This is an optimization exercise on Yosys and OpenROAD, whose aim is small area, a short achievable clock period and few clock cycles per item, not a production implementation. Where RTL was checked, it was by simulation tests only, not by an equivalence proof against the original. Power figures rest on the tool's default switching activity, not on a simulated workload.

Design mac_stream_seq, start of the top module:
module mac_stream_seq (
  input  logic        clk,
  input  logic        rst,
  input  logic        in_valid,
  output logic        in_ready,
  input  logic [15:0] in_data,
  input  logic [15:0] in_weight,
  input  logic [15:0] bias,
  output logic        out_valid,
  input  logic        out_ready,
  output logic [15:0] out_res
);
Size: about 1000 cells after synthesis, ~160 flip-flops, about 70 I/O pins, ~11000 um^2 of cells after synthesis.
==> module mac_stream_seq, before the edit <==
module mac_stream_seq (
  input  logic        clk,
  input  logic        rst,
  input  logic        in_valid,
  output logic        in_ready,
  input  logic [15:0] in_data,
  input  logic [15:0] in_weight,
  input  logic [15:0] bias,
  output logic        out_valid,
  input  logic        out_ready,
  output logic [15:0] out_res
);
  localparam int LEN   = 48;
  localparam int ACC_W = 22;
  logic [5:0]         cnt_q;
  logic               rdy_q;
  logic               pnd1_q, pnd2_q;    
  logic               v0_q, f0_q, l0_q;
  logic [15:0]        a0_q, b_q;
  logic [7:0]         one0_q, two0_q, neg0_q;
  logic               v1_q, f1_q, l1_q;
  logic [15:0]        s1_q, c1_q;
  logic               cl1_q;
  logic [15:0]        s_d, c_d;
  logic               cl_d;
  logic               f2_q, l2_q;
  logic [15:0]        p2_q;
  logic [ACC_W-1:0]   acc_q;
  logic               done_q;
  logic               ov_q;
  logic [15:0]        res_q;
  logic        accept, first_in, last_in, inc, dec, out_load, pnd2_d;
  logic [15:0] prod;
  logic [15:0] sat_res;
  logic [16:0] wx;
  logic [7:0]  one_d, two_d, neg_d;
  assign first_in = (cnt_q == 6'd0);
  assign last_in  = (cnt_q == 6'(LEN - 1));
  assign accept   = in_valid && rdy_q;
  assign inc      = accept && last_in;
  assign dec      = ov_q && out_ready;
  assign out_load = done_q && (!ov_q || out_ready);
  assign pnd2_d   = !dec && (pnd2_q || (pnd1_q && inc));
  assign wx = {in_weight, 1'b0};
  always_comb begin
    for (int i = 0; i < 8; i++) begin
      one_d[i] = wx[2*i+1] ^ wx[2*i];
      two_d[i] = (wx[2*i+2] & ~wx[2*i+1] & ~wx[2*i]) | (~wx[2*i+2] & wx[2*i+1] & wx[2*i]);
      neg_d[i] = wx[2*i+2];
    end
  end
  mult u_mult (
    .a_i    (a0_q),
    .one_i  (one0_q),
    .two_i  (two0_q),
    .neg_i  (neg0_q),
    .s_o    (s_d),
    .c_o    (c_d),
    .c_lo_o (cl_d)
  );
  assign prod = s1_q + c1_q + {15'd0, cl1_q};
  always_comb begin
    if (acc_q[ACC_W-1:15] != {(ACC_W-15){acc_q[ACC_W-1]}})
      sat_res = acc_q[ACC_W-1] ? 16'h8000 : 16'h7FFF;
    else
      sat_res = acc_q[15:0];
  end
  always_ff @(posedge clk) begin
    a0_q   <= in_data;
    one0_q <= one_d;
    two0_q <= two_d;
    neg0_q <= neg_d;
    if (accept && first_in) b_q <= bias;
    s1_q   <= s_d;
    c1_q   <= c_d;
    cl1_q  <= cl_d;
    p2_q   <= v1_q ? prod : 16'd0;
    acc_q  <= (f2_q ? {{(ACC_W-16){b_q[15]}}, b_q} : acc_q) + {{(ACC_W-16){p2_q[15]}}, p2_q};
    if (out_load) res_q <= sat_res;
  end
  always_ff @(posedge clk) begin
    if (rst) begin
      cnt_q  <= '0;
      rdy_q  <= 1'b1;
      pnd1_q <= 1'b0;
      pnd2_q <= 1'b0;
      v0_q   <= 1'b0;
      f0_q   <= 1'b0;
      l0_q   <= 1'b0;
      v1_q   <= 1'b0;
      f1_q   <= 1'b0;
      l1_q   <= 1'b0;
      f2_q   <= 1'b0;
      l2_q   <= 1'b0;
      done_q <= 1'b0;
      ov_q   <= 1'b0;
    end else begin
      if (accept) cnt_q <= last_in ? 6'd0 : cnt_q + 6'd1;
      pnd2_q <= pnd2_d;
      pnd1_q <= (pnd1_q && (inc == dec)) || (pnd2_q && dec) || (!pnd1_q && !pnd2_q && inc);
      rdy_q  <= !pnd2_d;
      v0_q   <= accept;
      f0_q   <= accept && first_in;
      l0_q   <= inc;
      v1_q   <= v0_q;
      f1_q   <= f0_q;
      l1_q   <= l0_q;
      f2_q   <= f1_q;
      l2_q   <= l1_q;
      done_q <= l2_q || (done_q && !out_load);
      ov_q   <= out_load || (ov_q && !out_ready);
    end
  end
  assign in_ready  = rdy_q;
  assign out_valid = ov_q;
  assign out_res   = res_q;
endmodule
==> flow/config.mk <==
export PLATFORM = sky130hd
export DESIGN_NAME = mac_stream_seq
export DESIGN_NICKNAME = mac_stream_seq
export VERILOG_FILES = /design/flow/design.v
export SDC_FILE = /design/flow/constraint.sdc
export NUM_CORES = 4
export LEC_CHECK = 0
export CAP_MARGIN = 20
export CORE_MARGIN = 2
export CORE_UTILIZATION = 40
export SLEW_MARGIN = 20
==> flow/constraint.sdc <==
create_clock -name core_clock -period 10.0 [get_ports {clk}]
set_input_delay 2.0000 -clock core_clock [delete_from_list [all_inputs] [get_ports {clk}]]
set_output_delay 2.0000 -clock core_clock [all_outputs]
set_load 0.01 [all_outputs]
run.sh (not shown) runs the stock make flow with config.mk's settings and CLKGATE_MAP_FILE= SYNTH_SCRIPT=/design/flow/synth_recipe.tcl, a recipe that flattens the netlist after the stock synthesis.
Testbench counts at the start, summed over its fixed seeds: cycles 15,400, items 320.
Change:
--- a/flow/design.v
+++ b/flow/design.v
@@ -358,12 +358,13 @@
   output logic [15:0] out_res
 );
   localparam int LEN   = 48;
   localparam int ACC_W = 22;
   logic [5:0]         cnt_q;
   logic               rdy_q;
+  logic               arm_q;             
   logic               pnd1_q, pnd2_q;    
   logic               v0_q, f0_q, l0_q;
   logic [15:0]        a0_q, b_q;
   logic [7:0]         one0_q, two0_q, neg0_q;
   logic               v1_q, f1_q, l1_q;
   logic [15:0]        s1_q, c1_q;
@@ -383,13 +384,13 @@
   logic [7:0]  one_d, two_d, neg_d;
   assign first_in = (cnt_q == 6'd0);
   assign last_in  = (cnt_q == 6'(LEN - 1));
   assign accept   = in_valid && rdy_q;
   assign inc      = accept && last_in;
   assign dec      = ov_q && out_ready;
-  assign out_load = done_q && (!ov_q || out_ready);
+  assign out_load = done_q && !ov_q;
   assign pnd2_d   = !dec && (pnd2_q || (pnd1_q && inc));
   assign wx = {in_weight, 1'b0};
   always_comb begin
     for (int i = 0; i < 8; i++) begin
       one_d[i] = wx[2*i+1] ^ wx[2*i];
       two_d[i] = (wx[2*i+2] & ~wx[2*i+1] & ~wx[2*i]) | (~wx[2*i+2] & wx[2*i+1] & wx[2*i]);
@@ -414,24 +415,25 @@
   end
   always_ff @(posedge clk) begin
     a0_q   <= in_data;
     one0_q <= one_d;
     two0_q <= two_d;
     neg0_q <= neg_d;
-    if (accept && first_in) b_q <= bias;
+    if (arm_q) b_q <= bias;
     s1_q   <= s_d;
     c1_q   <= c_d;
     cl1_q  <= cl_d;
     p2_q   <= v1_q ? prod : 16'd0;
     acc_q  <= (f2_q ? {{(ACC_W-16){b_q[15]}}, b_q} : acc_q) + {{(ACC_W-16){p2_q[15]}}, p2_q};
     if (out_load) res_q <= sat_res;
   end
   always_ff @(posedge clk) begin
     if (rst) begin
       cnt_q  <= '0;
       rdy_q  <= 1'b1;
+      arm_q  <= 1'b1;
       pnd1_q <= 1'b0;
       pnd2_q <= 1'b0;
       v0_q   <= 1'b0;
       f0_q   <= 1'b0;
       l0_q   <= 1'b0;
       v1_q   <= 1'b0;
@@ -443,12 +445,13 @@
       ov_q   <= 1'b0;
     end else begin
       if (accept) cnt_q <= last_in ? 6'd0 : cnt_q + 6'd1;
       pnd2_q <= pnd2_d;
       pnd1_q <= (pnd1_q && (inc == dec)) || (pnd2_q && dec) || (!pnd1_q && !pnd2_q && inc);
       rdy_q  <= !pnd2_d;
+      arm_q  <= !pnd2_d && (accept ? last_in : first_in);
       v0_q   <= accept;
       f0_q   <= accept && first_in;
       l0_q   <= inc;
       v1_q   <= v0_q;
       f1_q   <= f0_q;
       l1_q   <= l0_q;
Result: The changed run ran to the end with no violations; fmax came out lower by 2.4%; via count rose by 4.8%; power went up by 0.53%; clock skew hardly moves; register-to-register slack is worse by 0.08 ns; sequential power fell by about 2%; clock power came out higher by 4.0%; cell count rises by 2.9%; design area increases by 2.0%; die area went up by 2.6%; hold slack is worse by 0.0054 ns; core utilization decreases by 0.50 points; sequential cell count rises by 1; global-route usage rises by 0.11 points.
The RTL of the second run of this note was laid out without a check of its function.

* * *

JK:
Another version of the RTL of mac_stream_seq (not shown whole).
Size: about 160 flip-flops, ~70 I/O pins.
==> module mac_stream_seq, before the edit <==
module mac_stream_seq (
  input  logic        clk,
  input  logic        rst,
  input  logic        in_valid,
  output logic        in_ready,
  input  logic [15:0] in_data,
  input  logic [15:0] in_weight,
  input  logic [15:0] bias,
  output logic        out_valid,
  input  logic        out_ready,
  output logic [15:0] out_res
);
  localparam int LEN   = 48;
  localparam int ACC_W = 22;
  logic [5:0]         cnt_q;
  logic               rdy_q;
  logic               nrdy_o_q, nov_o_q;   
  logic               arm_q;             
  logic               owe_q;             
  logic               f0_q, l0_q;
  logic [15:0]        a0_q, b_q;
  logic [7:0]         one0_q, two0_q, neg0_q;
  logic               f1_q, l1_q;
  logic [15:0]        s1_q, c1_q;
  logic               cl1_q;
  logic [15:0]        s_d, c_d;
  logic               cl_d;
  logic               f2_q, l2_q;
  logic [15:0]        p2_q;
  logic [ACC_W-1:0]   acc_q;
  logic               l3_q;
  logic               ov_q;
  logic [15:0]        res_q;
  logic        accept, first_in, last_in, inc, owe_d, last_d;
  logic [15:0] prod;
  logic [15:0] sat_res;
  logic [16:0] wx;
  logic [7:0]  one_d, two_d, neg_d;
  assign first_in = (cnt_q == 6'd0);
  assign last_in  = (cnt_q == 6'(LEN - 1));
  assign accept   = in_valid && rdy_q;
  assign inc      = accept && last_in;
  assign owe_d    = inc || (owe_q && !(ov_q && out_ready));
  assign last_d   = accept ? (cnt_q == 6'(LEN - 2)) : last_in;
  assign wx = {in_weight, 1'b0};
  always_comb begin
    for (int i = 0; i < 8; i++) begin
      one_d[i] = wx[2*i+1] ^ wx[2*i];
      two_d[i] = (wx[2*i+2] & ~wx[2*i+1] & ~wx[2*i]) | (~wx[2*i+2] & wx[2*i+1] & wx[2*i]);
      neg_d[i] = wx[2*i+2];
    end
  end
  mult u_mult (
    .a_i    (a0_q),
    .one_i  (one0_q),
    .two_i  (two0_q),
    .neg_i  (neg0_q),
    .s_o    (s_d),
    .c_o    (c_d),
    .c_lo_o (cl_d)
  );
  logic [15:0] prod_co;
  logic [ACC_W-1:0] acc_in, acc_s, acc_co;
  bk_add #(.W(16)) u_prod (.a(s1_q), .b(c1_q), .ci(cl1_q), .s(prod), .co(prod_co));
  assign acc_in = f2_q ? {{(ACC_W-16){b_q[15]}}, b_q} : acc_q;
  bk_add #(.W(ACC_W)) u_acc (.a(acc_in), .b({{(ACC_W-16){p2_q[15]}}, p2_q}), .ci(1'b0), .s(acc_s), .co(acc_co));
  always_comb begin
    if (acc_q[ACC_W-1:15] != {(ACC_W-15){acc_q[ACC_W-1]}})
      sat_res = acc_q[ACC_W-1] ? 16'h8000 : 16'h7FFF;
    else
      sat_res = acc_q[15:0];
  end
  always_ff @(posedge clk) begin
    a0_q   <= accept ? in_data : 16'd0;    
    one0_q <= one_d;
    two0_q <= two_d;
    neg0_q <= neg_d;
    if (arm_q) b_q <= bias;
    s1_q   <= s_d;
    c1_q   <= c_d;
    cl1_q  <= cl_d;
    p2_q   <= prod;
    acc_q  <= acc_s;
    if (l3_q) res_q <= sat_res;
  end
  always_ff @(posedge clk) begin
    if (rst) begin
      cnt_q <= '0;
      rdy_q <= 1'b1;
      nrdy_o_q <= 1'b0;
      nov_o_q  <= 1'b1;
      arm_q <= 1'b1;
      owe_q <= 1'b0;
      f0_q  <= 1'b0;
      l0_q  <= 1'b0;
      f1_q  <= 1'b0;
      l1_q  <= 1'b0;
      f2_q  <= 1'b0;
      l2_q  <= 1'b0;
      l3_q  <= 1'b0;
      ov_q  <= 1'b0;
    end else begin
      if (accept) cnt_q <= last_in ? 6'd0 : cnt_q + 6'd1;
      owe_q <= owe_d;
      rdy_q <= !(owe_d && last_d);
      nrdy_o_q <= owe_d && last_d;
      arm_q <= accept ? last_in : first_in;
      f0_q  <= accept && first_in;
      l0_q  <= inc;
      f1_q  <= f0_q;
      l1_q  <= l0_q;
      f2_q  <= f1_q;
      l2_q  <= l1_q;
      l3_q  <= l2_q;
      ov_q  <= l3_q || (ov_q && !out_ready);
      nov_o_q  <= !(l3_q || (ov_q && !out_ready));
    end
  end
  assign in_ready  = !nrdy_o_q;
  assign out_valid = !nov_o_q;
  assign out_res   = res_q;
endmodule
clock: 10.0 ns
lec_check: 0
cap_margin: 20
core_margin: 2
core_utilization: 40
cts_buf_list: sky130_fd_sc_hd__clkbuf_4 sky130_fd_sc_hd__clkbuf_8
cts_cluster_diameter: 25
slew_margin: 20
standard.sh (not shown) runs the stock make flow with config.mk's settings and CLKGATE_MAP_FILE= SYNTH_SCRIPT=/design/flow/synth_recipe.tcl, a recipe that flattens the netlist after the stock synthesis.
==> flow/flow/run.sh <==
#!/bin/bash
# Standard synthesis, then the standard layout with: port buffers of a fixed small cell type,
# and repair_timing aiming below the clock period (a larger setup slack margin).
set -euo pipefail
bash standard.sh synth > synth.log 2>&1
bash standard.sh SETUP_SLACK_MARGIN=6.9 'BUFFER_PORTS_ARGS=-buffer_cell sky130_fd_sc_hd__buf_1' finish > layout.log 2>&1
Testbench counts of JK, summed over its fixed seeds: cycles 15,400, items 320.
### JK -> MS
--- a/flow/design.v
+++ b/flow/design.v
@@ -397,4 +397,5 @@
   logic               cl_d;
   logic               f2_q, l2_q;
+  logic               nf2_q;             
   logic [15:0]        p2_q;
   logic [ACC_W-1:0]   acc_q;
@@ -433,5 +434,6 @@
   logic [ACC_W-1:0] acc_in, acc_s, acc_co;
   bk_add #(.W(16)) u_prod (.a(s1_q), .b(c1_q), .ci(cl1_q), .s(prod), .co(prod_co));
-  assign acc_in = f2_q ? {{(ACC_W-16){b_q[15]}}, b_q} : acc_q;
+  assign acc_in[10:0]       = f2_q ? b_q[10:0] : acc_q[10:0];
+  assign acc_in[ACC_W-1:11] = nf2_q ? acc_q[ACC_W-1:11] : {{(ACC_W-16){b_q[15]}}, b_q[15:11]};
   bk_add #(.W(ACC_W)) u_acc (.a(acc_in), .b({{(ACC_W-16){p2_q[15]}}, p2_q}), .ci(1'b0), .s(acc_s), .co(acc_co));
   always_comb begin
@@ -442,8 +444,8 @@
   end
   always_ff @(posedge clk) begin
-    a0_q   <= accept ? in_data : 16'd0;    
-    one0_q <= one_d;
-    two0_q <= two_d;
-    neg0_q <= neg_d;
+    a0_q   <= in_data;
+    one0_q <= accept ? one_d : 8'd0;
+    two0_q <= accept ? two_d : 8'd0;
+    neg0_q <= accept ? neg_d : 8'd0;
     if (arm_q) b_q <= bias;
     s1_q   <= s_d;
@@ -467,4 +469,5 @@
       l1_q  <= 1'b0;
       f2_q  <= 1'b0;
+      nf2_q <= 1'b1;
       l2_q  <= 1'b0;
       l3_q  <= 1'b0;
@@ -481,4 +484,5 @@
       l1_q  <= l0_q;
       f2_q  <= f1_q;
+      nf2_q <= !f1_q;
       l2_q  <= l1_q;
       l3_q  <= l2_q;
==> results.txt <==
JK: no failed stages, no open violations at the end. The final layout from MS, which completed every stage, passed the timing, DRC and antenna checks at the end of the flow. Of MS and JK, the lower maximum single-stage delay on the critical path belongs to JK. On relative area change from synthesis to final layout, MS and JK are basically level. The lower peak clock frequency supported by timing came out of MS. The xor-xnor portion of the synthesized cell area on MS is in line with that on JK. Diff JK -> MS: number of DRC violations after detailed-routing iteration 0 now sits higher, final weighted congestion of routability-driven global placement higher. Of MS and JK, the run reporting the lower portion of total power attributed to combinational logic was MS. Between MS and JK, the post-route non-filler standard cell count figures differ only marginally.
Testbench counts of MS, summed over its fixed seeds: cycles 15,400, items 320.

## port drivers added, routing unchanged
The flow's constraints put no driver on any port. The routed layouts listed below were extracted and timed again, unchanged, in two steps. Step 1 (the two cells are an assumption about what drives the block):
set clk [get_ports {clk}]
set_driving_cell -lib_cell sky130_fd_sc_hd__clkbuf_16 $clk
set_driving_cell -lib_cell sky130_fd_sc_hd__buf_2 [delete_from_list [all_inputs] $clk]
Step 2 adds t to the input delays and takes it off the output delays; t is the mean of the earliest and latest rising clock arrival at the registers after step 1. Input paths then give back, and output paths get back, about the clock's delay inside the block. Three values: ideal, step 1, step 2; two values: the first two.
run	t, ns	slack for setup (ns)	worst setup path after step 2	latest minus earliest clock arrival (ns)	worst slew at a driven data input, ns
the first run of note 1	0.471	6.535 / 6.535 / 6.454	input to register	0.018 / 0.017	0.04
the second run of note 1	0.475	6.450 / 6.450 / 6.272	input to register	0.017 / 0.017	0.04
JK	0.506	7.017 / 6.971 / 6.591	input to register	0.020 / 0.020	0.03
MS	0.501	6.997 / 6.957 / 6.668	input to register	0.025 / 0.024	0.03
After both steps setup and hold are still met in every run listed. The setup slack of JK, which loses most, moves by -0.046 ns with the drivers and by -0.426 ns with both steps.
